This is an optimization exercise on Yosys and OpenROAD, whose aim is small area, a short achievable clock period and few clock cycles, not a production implementation.
Function was checked by simulation only, so behaviour that the tests miss may differ from the original.
Power and IR drop assume default switching activity.

Setup of v21:
==> flow/design.v (excerpt) <==
module conv3x3_mac #(
   parameter bit RELU = 1'b0
) (
   input  logic         i_clk,
   input  logic         i_rstn,
   input  logic [9:0]   i_num_ci,
   input  logic         i_valid,
   output logic         o_ready,
   input  logic [143:0] i_window,
   input  logic [143:0] i_weight,
   input  logic [15:0]  i_bias,
   output logic         o_valid,
   input  logic         i_ready,
   output logic [15:0]  o_data
);
Settings: LEC_CHECK=0, ABC_AREA=1, CAP_MARGIN=20, CORE_MARGIN=2, CORE_UTILIZATION=40, CTS_CLUSTER_DIAMETER=60, CTS_CLUSTER_SIZE=30, PLACE_DENSITY=0.7, SETUP_SLACK_MARGIN=4.95, SLEW_MARGIN=20, SYNTH_HIERARCHICAL=1, SYNTH_MINIMUM_KEEP_SIZE=0; clock period 8.0 ns.
standard.sh (not shown) runs the stock make flow with config.mk's settings and CLKGATE_MAP_FILE= SYNTH_SCRIPT=/design/flow/synth_recipe.tcl, a recipe that flattens the netlist after the stock synthesis.
==> flow/flow/run.sh <==
#!/bin/bash
# The standard layout (the standard.sh, standard synthesis unchanged), except:
# - the buffers every input and output port gets are plain buf_1 cells instead of the
#   delay-buffer cell buffer_ports picks by default (repair_timing still resizes them);
# - clock tree synthesis adds no dummy balancing loads.
set -euo pipefail
export BUFFER_PORTS_ARGS="-buffer_cell sky130_fd_sc_hd__buf_1"
export CTS_ARGS="-sink_clustering_enable -repair_clock_nets -sink_clustering_size 30 -sink_clustering_max_diameter 60 -dont_use_dummy_load"
bash standard.sh finish > standard.log 2>&1
Testbench counts of v21, summed over its fixed seeds: cycles 45,039.
> inputs changed (v21 -> v23)
- PLACE_DENSITY: 0.7 -> unset
- SETUP_SLACK_MARGIN: 4.95 -> 4.75
--- outcome ---
v23 finished end to end and its layout was clean on timing, DRC and antenna.
Both conditions hold for v21: the flow ran to the end and the final layout passed the timing, design-rule and antenna checks.
Global-route wire length before repair | v23 above v21
Final area: v23 vs v21 down 0.68%
On post-route clock period utilization: between v23 and v21, it ends up lower for v21.
Relative to v21, the combinational share of power of v23 is higher by 0.6 points.
Of v23 and v21, v21 shows the lower routed wire length, with v23 above it.
Flip-flop and latch count: v21 vs v23 identical
Against v21, worst setup margin in v23 came out worse.
Compared with v21, v23 shows met3 routing resource usage after global routing lower by 0.73 points.
Setup changes, v23 to v47
- swapping 4.75 for 4.85 in SETUP_SLACK_MARGIN
- Area taken by multi-input logic gates ends up higher on v47.
- Minimum period implied by the final worst setup slack (v47 over v23): decrease, 0.11 ns
- Against v23 as the reference, v47 delivers a lower total inserted antenna cells.
- A slowest library cell on the worst path of sky130_fd_sc_hd__dfxtp_1 is what v23 shows, while sky130_fd_sc_hd__fa_1 belongs to v47.
- Of v47 and v23, it is v47 that has the lower first-pass iteration count of the detailed router.
- The clock power was comparable across v23 and v47.
- Relative to v23, the share of cells above drive strength 1 of v47 is higher by 3.1 points.
- Delta (v47 minus v23): post-route worst setup slack went up; synthesis-to-finish area growth went up; wire length on met1 did not really move; routed wire length did not really move.
- Between v23 and v47, the area of all placed cells without fillers is lower for v23.

* * *

v6:
Another version of the RTL of conv3x3_mac (not shown whole).
Size in the first run: roughly 1100 flip-flops, ~80000 um^2 of cells after synthesis.
clock: 8.0 ns
lec_check: 0
abc_area: 1
cap_margin: 20
core_margin: 2
core_utilization: 40
setup_slack_margin: 4.6
slew_margin: 20
synth_hierarchical: 1
synth_minimum_keep_size: 0
==> flow/flow/run.sh <==
#!/bin/bash
# The standard layout (the standard.sh, standard synthesis unchanged), except that the
# buffers every input and output port gets are plain buf_1 cells instead of the delay-buffer
# cell buffer_ports picks by default; repair_timing still resizes them where timing needs it.
set -euo pipefail
export BUFFER_PORTS_ARGS="-buffer_cell sky130_fd_sc_hd__buf_1"
bash standard.sh finish > standard.log 2>&1
Testbench counts of v6, summed over its fixed seeds: cycles 45,039.
## Diff of input files: v7 against v6
==> flow/run.sh (new file) <==
#!/bin/bash
# synth_recipe.tcl (not shown) runs the flow's synth.tcl, then flattens the netlist and writes it again
# the make line also repeats each setting of config.mk as NAME=value (left out here)
make -C /OpenROAD-flow-scripts/flow DESIGN_CONFIG=/design/flow/config.mk WORK_HOME=/design/flow/orfs CLKGATE_MAP_FILE= SYNTH_SCRIPT=/design/flow/synth_recipe.tcl finish
removed: flow/flow/run.sh
removed: flow/standard.sh
Results
- Worst supply voltage drop on vdd, v7 and v6: larger value in v7
- Per the comparison of v7 with v6, total clock buffers created by CTS grew by 1, relative slew slack shrank by 2.3 points, detailed route wirelength on metal2 shrank by 3.5 mm.
- There was hardly any difference in power dissipated by switching net loads between v7 and v6.
- Summary of v7 over v6: design area went up, global-route wire length before repair went down, fmax went down.
- Compared v7 vs v6, and global-route usage over all layers is down in v7.
- Relative to v6, routed wire length has gone down in v7.

==> re-timing with driven ports <==
In the flow no input, the clock included, has a driving cell. The finished layouts below were timed again as built, in two steps.
Step 1 assumes that a clkbuf_16 drives the clock port and a buf_2 every other input.
Step 2 also shifts input and output timing later by t, the mid clock arrival at the registers, as if the neighbouring blocks saw the same clock.
Three values: ideal, step 1, step 2; two values: the first two.
| run | t (ns) | setup slack, ns | hold slack, ns | pins driven straight from the clock port |
|---|---|---|---|---|
| v21 | 0.805 | 4.800 / 4.800 / 4.314 | 0.249 / 0.249 / 0.249 | 1 |
| v23 | 0.834 | 4.654 / 4.654 / 4.334 | 0.327 / 0.327 / 0.327 | 1 |
| v47 | 0.835 | 4.760 / 4.760 / 4.516 | 0.327 / 0.327 / 0.327 | 1 |
| v6 | 0.863 | 4.557 / 4.557 / 4.004 | 0.326 / 0.326 / 0.326 | 1 |
| v7 | 0.863 | 4.513 / 4.513 / 3.896 | 0.307 / 0.307 / 0.307 | 1 |
After both steps setup and hold are still met in every run listed. The setup slack of v7, which loses most, moves by 0.000 ns with the drivers and by -0.617 ns with both steps.
